Context: an optimization exercise on an open-source flow, tuned for small area. The choices shown serve that exercise and are no tape-out recipe.
Function was checked by simulation only, so behaviour that the tests miss may differ from the original.
No activity file was given, so power comes from the tool's default toggle rates.

==> design/flow/design.v <==
package fmap_pkg;
	localparam int MAP_DIM    = 8;      
	localparam int PIX_AW     = 6;      
	localparam int NUM_CH     = 32;
	localparam int LOAD_BYTES = 2048;   
	localparam int PIX_W      = 8;
	localparam int SUM_W   = 13;   
	localparam int ACC_W   = 17;   
	localparam int ORG_MAX = MAP_DIM - 2;
	typedef enum logic [3:0] {
		OP_LOAD_MAP    = 4'd0,
		OP_SHIFT_RIGHT = 4'd1,
		OP_SHIFT_LEFT  = 4'd2,
		OP_SHIFT_UP    = 4'd3,
		OP_SHIFT_DOWN  = 4'd4,
		OP_SCALE_DOWN  = 4'd5,
		OP_SCALE_UP    = 4'd6,
		OP_CONV_SHOW   = 4'd7
	} op_mode_e;
	typedef enum logic [2:0] {
		WIN_NONE,
		WIN_RIGHT,
		WIN_LEFT,
		WIN_UP,
		WIN_DOWN,
		WIN_HALF,
		WIN_DOUBLE,
		WIN_DEPTH_MAX
	} win_cmd_e;
	typedef enum logic [1:0] {DEPTH_8, DEPTH_16, DEPTH_32} depth_e;
endpackage
`timescale 1ns/1ps
module fmap_core (
	input  logic        i_clk,
	input  logic        i_rst_n,
	input  logic        i_op_valid,
	input  logic [3:0]  i_op_mode,
	output logic        o_op_ready,
	input  logic        i_in_valid,
	input  logic [7:0]  i_in_data,
	output logic        o_in_ready,
	output logic        o_out_valid,
	output logic [12:0] o_out_data
);
	localparam int WW = 34;   
	localparam logic [2:0] S_IDLE = 3'd0, S_FETCH = 3'd1, S_EXEC = 3'd2,
	                       S_LOAD = 3'd3, S_CONV = 3'd4;
	logic [2:0]  state;
	logic [4:0]  t;           
	logic        op_take;
	logic        load_last;
	logic [10:0] prod_cnt;    
	logic        accept;
	assign o_op_ready  = (state == S_EXEC);
	assign o_in_ready  = (state == S_LOAD);
	assign op_take     = o_op_ready && i_op_valid;
	assign accept      = o_in_ready && i_in_valid;
	assign load_last   = accept && (prod_cnt == 11'd2047);
	assign o_out_valid = (state == S_CONV) && (t >= 5'd17);
	always_ff @(posedge i_clk or negedge i_rst_n) begin
		if (!i_rst_n) begin
			state <= S_IDLE;
			t     <= 5'd0;
		end else begin
			t <= t + 5'd1;
			case (state)
				S_IDLE:  state <= S_FETCH;
				S_FETCH: state <= S_EXEC;
				S_EXEC: begin
					t <= 5'd0;
					if (i_op_valid) begin
						if (i_op_mode == 4'd0)      state <= S_LOAD;
						else if (i_op_mode == 4'd7) state <= S_CONV;
						else                        state <= S_FETCH;
					end
				end
				S_LOAD:  if (load_last) state <= S_FETCH;
				S_CONV:  if (t == 5'd20) state <= S_FETCH;
				default: state <= S_IDLE;
			endcase
		end
	end
	logic [2:0] row, col;
	logic [1:0] depth;   
	always_ff @(posedge i_clk or negedge i_rst_n) begin
		if (!i_rst_n) begin
			row   <= 3'd0;
			col   <= 3'd0;
			depth <= 2'd2;
		end else if (op_take) begin
			case (i_op_mode)
				4'd0: depth <= 2'd2;
				4'd1: if (col != 3'd6) col <= col + 3'd1;
				4'd2: if (col != 3'd0) col <= col - 3'd1;
				4'd3: if (row != 3'd0) row <= row - 3'd1;
				4'd4: if (row != 3'd6) row <= row + 3'd1;
				4'd5: if (depth != 2'd0) depth <= depth - 2'd1;
				4'd6: if (depth != 2'd2) depth <= depth + 2'd1;
				default: ;
			endcase
		end
	end
	logic [3:0]  ph;
	logic [10:0] cons_cnt;    
	logic [7:0]  x_byte;      
	logic        x_vld;
	logic [3:0]  x_wait;      
	logic [7:0]  dl [15];     
	logic        pend;
	logic        cons;
	logic [7:0]  cons_byte;
	assign x_wait    = prod_cnt[3:0] - 4'd1 - ph;
	assign pend      = (cons_cnt != prod_cnt);
	assign cons      = pend && (ph == cons_cnt[3:0]);
	assign cons_byte = (x_vld && x_wait == 4'd0) ? x_byte : dl[0];
	always_ff @(posedge i_clk or negedge i_rst_n) begin
		if (!i_rst_n) begin
			ph       <= 4'd0;
			prod_cnt <= 11'd0;
			cons_cnt <= 11'd0;
		end else begin
			ph <= ph + 4'd1;
			if (accept) prod_cnt <= prod_cnt + 11'd1;
			if (cons)   cons_cnt <= cons_cnt + 11'd1;
		end
	end
	always_ff @(posedge i_clk) begin
		x_byte <= i_in_data;
		x_vld  <= accept;
		for (int j = 0; j < 14; j++)
			dl[j] <= (x_vld && x_wait == 4'(j + 1)) ? x_byte : dl[j + 1];
		dl[14] <= x_byte;
	end
	logic [4:0]    cons_ch;
	logic [1:0]    cons_q;
	logic          f_a, f_b, f_c, fresh;
	logic [WW-1:0] head [4];
	logic [WW-1:0] tail [4];
	logic [WW-1:0] cons_word;
	logic [11:0]   cons_old;
	logic [11:0]   cons_sum;
	assign cons_ch = cons_cnt[10:6];
	assign cons_q  = cons_cnt[5:4];
	assign f_a     = (cons_ch[4:3] == 2'd0);
	assign f_b     = (cons_ch[4:3] == 2'd1);
	assign f_c     = cons_ch[4];
	assign fresh   = (cons_ch[2:0] == 3'd0) && !(cons_ch[4] && cons_ch[3]);
	assign cons_word = head[cons_q];
	assign cons_old  = fresh ? 12'd0 :
	                   f_a   ? {1'b0, cons_word[10:0]} :
	                   f_b   ? {1'b0, cons_word[21:11]} :
	                           cons_word[33:22];
	assign cons_sum  = cons_old + {4'd0, cons_byte};
	for (genvar q = 0; q < 4; q++) begin : g_ring
		logic [16*WW-1:0] ring;   
		logic             hit;
		assign head[q] = ring[WW-1:0];
		assign hit     = cons && (cons_q == 2'(q));
		assign tail[q][10:0]  = (hit && f_a) ? cons_sum[10:0] : ring[10:0];
		assign tail[q][21:11] = (hit && f_b) ? cons_sum[10:0] : ring[21:11];
		assign tail[q][33:22] = (hit && f_c) ? cons_sum       : ring[33:22];
		always_ff @(posedge i_clk)
			ring <= {tail[q], ring[16*WW-1:WW]};
	end
	logic        case0;       
	logic [3:0]  y1, y2;
	logic [12:0] s_a, s_b;
	function automatic [12:0] chan_sum(input logic [WW-1:0] w, input logic [1:0] d);
		chan_sum = {2'd0, w[10:0]}
		         + ((d != 2'd0) ? {2'd0, w[21:11]} : 13'd0)
		         + ((d == 2'd2) ? {1'b0, w[33:22]} : 13'd0);
	endfunction
	assign case0 = (row[0] != ph[3]);
	assign y1    = case0 ? {1'b0, row} - 4'd1 : {1'b0, row};
	assign y2    = y1 + 4'd2;
	logic [12:0] s_a_nx, s_b_nx;
	assign s_a_nx = y1[3] ? 13'd0 : chan_sum(tail[y1[2:1]], depth);
	assign s_b_nx = y2[3] ? 13'd0 : chan_sum(tail[y2[2:1]], depth);
	always_ff @(posedge i_clk) begin
		s_a <= s_a_nx;
		s_b <= s_b_nx;
	end
	logic [3:0]  ph_d;
	logic        case0_d;
	logic [3:0]  dx;          
	logic        act;
	logic [14:0] p_ab, v_t, v_b;
	logic [16:0] acc [4];     
	logic [1:0]  w_l, w_r;    
	assign ph_d    = ph - 4'd1;
	assign case0_d = (row[0] != ph_d[3]);
	assign dx      = {1'b0, ph_d[2:0]} - {1'b0, col} + 4'd1;
	assign act     = (state == S_CONV) && (t != 5'd0) && (t <= 5'd16) && !dx[3] && (dx[2] == 1'b0);
	assign p_ab = {2'd0, s_a} + {2'd0, s_b};
	assign v_t  = case0_d ? p_ab : {1'b0, s_a, 1'b0};
	assign v_b  = case0_d ? {1'b0, s_b, 1'b0} : p_ab;
	always_comb begin
		w_l = 2'd0;
		w_r = 2'd0;
		if (act) begin
			case (dx[1:0])
				2'd0: begin w_l = 2'd1; w_r = 2'd0; end
				2'd1: begin w_l = 2'd2; w_r = 2'd1; end
				2'd2: begin w_l = 2'd1; w_r = 2'd2; end
				default: begin w_l = 2'd0; w_r = 2'd1; end
			endcase
		end
	end
	function automatic [16:0] wterm(input logic [14:0] v, input logic [1:0] w);
		case (w)
			2'd1:    wterm = {2'd0, v};
			2'd2:    wterm = {1'b0, v, 1'b0};
			default: wterm = 17'd0;
		endcase
	endfunction
	always_ff @(posedge i_clk) begin
		if (state == S_CONV && t == 5'd0) begin
			for (int k = 0; k < 4; k++) acc[k] <= 17'd8;
		end else begin
			acc[0] <= acc[0] + wterm(v_t, w_l);
			acc[1] <= acc[1] + wterm(v_t, w_r);
			acc[2] <= acc[2] + wterm(v_b, w_l);
			acc[3] <= acc[3] + wterm(v_b, w_r);
		end
	end
	logic [1:0] out_idx;
	assign out_idx    = t[1:0] - 2'd1;
	assign o_out_data = acc[out_idx][16:4];
endmodule
==> design/flow/run.sh <==
#!/bin/bash
# synth_recipe.tcl (not shown) runs the flow's synth.tcl, then flattens the netlist and writes it again
# the make line also repeats each setting of config.mk as NAME=value (left out here)
make -C /OpenROAD-flow-scripts/flow DESIGN_CONFIG=/design/flow/config.mk WORK_HOME=/design/flow/orfs CLKGATE_MAP_FILE= SYNTH_SCRIPT=/design/flow/synth_recipe.tcl finish
==> design/flow/config.mk <==
export PLATFORM = sky130hd
export DESIGN_NAME = fmap_core
export DESIGN_NICKNAME = fmap_core
export VERILOG_FILES = /design/flow/design.v
export SDC_FILE = /design/flow/constraint.sdc
export NUM_CORES = 4
export LEC_CHECK = 0
export CAP_MARGIN = 20
export CORE_MARGIN = 2
export CORE_UTILIZATION = 40
export SLEW_MARGIN = 20
==> design/flow/constraint.sdc <==
create_clock -name core_clock -period 8.0 [get_ports {i_clk}]
set_input_delay 1.6000 -clock core_clock [delete_from_list [all_inputs] [get_ports {i_clk}]]
set_output_delay 1.6000 -clock core_clock [all_outputs]
set_load 0.01 [all_outputs]
==> out/results.ini <==
[cts]
ctsLongestPathBuffers=3
cts.sinks=2441
clk_pin_slew_ns=0.06
htreeDepth=4
cts_made_buffers=214
clk_latency_ns=0.84
root_buffer=clkbuf_16
post_cts_resized=0
hold_buffers=0
post_cts_buffers=0
cts_tree=yes

[critical_path]
critPathLaunchType=register
cp.required_ns=8.66
worstSetupPathType=register to register
setup.worst_path.end_class=register
crit_arrival_ns=8.02
crit_fanout=13

[sta]
period_share=0.9201
skew_ns=0.06788
setup_viol=0
worstMarginPinSlew_ns=1.003
fmax_ghz=0.1359
fin_setup_tns_ns=0
slew_violations=0
min_period_ns=7.360
rsz0062_at_grt=false
slew_headroom=0.3267
hold_viol_final=0

[synth]
yosysWarnings=5
ys.flop_type=dfxtp_1
synth_area_leaders=dfxtp_1 75%, mux2_2 3.0%, ha_1 2.5%
yosysUniqueCellTypes=82
syn_area_sq_um=64120
syn-num-nets=4710
synth_edf_count=0
yosysTopAreaCellShare=0.7490
syn-mean-instance-area_sq_um=14.14
ys_ff_latch=2441
syn_inst=4533
yosysSeqAreaShare=0.7654
async_flop_share=0.01721
yosys.area.top_type=dfxtp_1

[routing]
drtIter0Drc=1872
antenna_left=0
drc_errors=0
routed_via_density=4.510
routed_wl_um=118600
routedWlPerCell_um=16.98
first_pass_iters=9
via_count=31488

[placement]
port_buffers=31
gp_congestion=0.8599
dp_hpwl_um=80320

[final_layout]
nets=4897
final_core_util=0.4706
multi_input_area_sq_um=13820
final_layout_size_suffix_gt1_frac=0.1373
syn_to_final_growth_pct=16.51
final-seq-area_sq_um=49080
final_common_cell=dfxtp_1
fill_cells=13645
final_cell_mix=2399 x dfxtp_1, 219 x clkbuf_16, 215 x nor2_1

[power]
power_density_nw_per_um2=362.6
ir_worst_vdd_mv=0.1972
p_leak_uw=0.03144

[hold_path]
hold_path.class=register to register

[status]
status=timing/DRC/antenna clean

[floorplanning]
dieArea_sq_um=163500
pin_count=32
dieHeight_um=404.4
fp-row-count=146
fp.coreArea_sq_um=158700
start_util=0.4039
die_w_um=404.4

[global_routing]
grt_max_degree=61
grt_usage=0.1451
grt_overflow=0
grt_pass1_vias=30703
grt_pass1_wl_um=180000
antenna_found_initial=8

[run]
cap_viol_max_count=0

## where the power goes
group	switching, uW	leakage [uW]	internal [uW]	total (uW)
clock network	4380	0.00371	6260	10600
registers	313	0.0200	12800	13100
logic	2100	0.00771	1250	3350
total	6790	0.0314	20300	27100
## metrics by stage
step / setup WS [ns] / hold slack [ns] / total power (uW) / std cells / area (sq um)
after floorplan: 1.293 / 0.3096 / 15500 / 4533 / 64120
after global placement: 0.7848 / 0.3096 / 16650 / 6575 / 67070
after detailed placement: 0.6593 / 0.3121 / 16670 / 6576 / 67070
after CTS: 0.6033 / 0.2792 / 27360 / 6980 / 74690
after global routing: 0.1372 / 0.2858 / 28240 / 6980 / 74700
final: 0.6395 / 0.2733 / 27090 / 6982 / 74710
## routing by layer
layer,GRT usage,routed length (um),up-vias
met2,0.2184,51010,734
met4,0.05892,3810,0
met1,0.2024,58090,15049
li1,-,-,15477
met3,0.03138,5675,228
met5,0,0,-
## registers in the layout, indices dropped and copies added, names as in the netlist, 4 cells and up
signal,flops
t,5
x_byte,8
g_ring.ring,2176
acc,68
s_b,13
s_a,13
ph,4
prod_cnt,11
dl,120
cons_cnt,11
## critical path, stage by stage, from the launching register on
cell	delay [ns]
dfrtp_1	0.43
inv_1	0.13
ha_1	0.23
fa_1	0.51
or3b_2	0.51
nor2_1	0.22
mux2_2	0.39
ha_1	0.24
fa_1	1.03
mux2i_1	0.25
mux4_2	0.50
or2_2	0.30
fa_1	0.47
inv_1	0.08
ha_1	0.16
inv_1	0.06
fa_1	0.37
nor2b_1	0.18
o21ai_0	0.12
a21boi_0	0.24
o21ai_0	0.16
a21oi_1	0.21
o211ai_1	0.14
a21boi_0	0.19
nor3b_1	0.08
## worst paths after layout
path | start | end | slack [ns] | depth (start not counted)
worst max-delay path | ph[0]$_DFF_PN0_ | s_b[11]$_SDFF_PP0_ | 0.64 | 24
worst min-delay path | g_ring[0].ring[68]$_DFF_P_ | g_ring[0].ring[34]$_DFF_P_ | 0.27 | 0
worst max register to register | ph[0]$_DFF_PN0_ | s_b[11]$_SDFF_PP0_ | 0.64 | 24
worst min register to register | g_ring[0].ring[68]$_DFF_P_ | g_ring[0].ring[34]$_DFF_P_ | 0.27 | 0
max in group asynchronous | i_rst_n | cons_cnt[5]$_DFFE_PN0P_ | 6.77 | 1
min in group asynchronous | i_rst_n | t[3]$_DFF_PN0_ | 0.75 | 1
## area by class of cell
type / count / area share
Sequential cell: 2441 / 0.6570
Multi-Input combinational cell: 1757 / 0.1849
Clock buffer: 306 / 0.08349
Tap cell: 2072 / 0.03470
Clock inverter: 98 / 0.01847
Timing Repair Buffer: 99 / 0.01095
Inverter: 207 / 0.01040
Antenna cell: 2 / 0.00006699
## cell families (layout without fill, tap and decap cells)
logic type	count (synthesis)	count (layout)	synth area share
DFF	2441	2441	0.7654
and+or+nand+nor	631	631	0.04594
AOI/OAI and AO/OA	487	487	0.05015
muxes	343	343	0.06414
buffers and inverters	335	710	0.02039
adders and majority gates	161	161	0.03540
xor gates and xnor gates	135	135	0.01856
other	0	2	0
## cells in the mapped netlist (all sizes together) (18+ instances only)
cell type and count:
nor2 217, fa 34, dfxtp 2399, mux2i 136, o22ai 42, nor3 44, nand2 176, nand3 40
a21oi 139, buf 42, a21o 31, ha 127, mux2 170, xnor2 66, inv 206, nand2b 22
xor2 69, nand4 25, mux4 37, dfrtp 41, clkbuf 86, o21ai 86, nor2b 36, a22oi 18

[port drivers added, routing unchanged]
The results above use ideal ports. As a check the final layout listed here was re-extracted and re-timed, cells and wires unchanged.
Step 1: set_driving_cell puts a clkbuf_16 on i_clk and a buf_2 on each other input, an assumption about the parent block.
Step 2 moves the port delays by t, midway between the first and last clock arrival at a register: inputs arrive t later, outputs are due t later. That takes back most of the time a late clock gives input paths.
Slacks: no drivers / after step 1 / after step 2; pairs: no drivers / after step 1.
shift t [ns]: 0.885
setup slack, ns: 0.640 / 0.640 / 0.640
worst setup path after step 2: register to register
worst register clock-pin slew, ns: 0.07 / 0.07
cell pins on the clock port's net: 1
After both steps this run still meets setup and hold. The setup slack of this run moves by 0.000 ns with the drivers and by 0.000 ns with both steps.
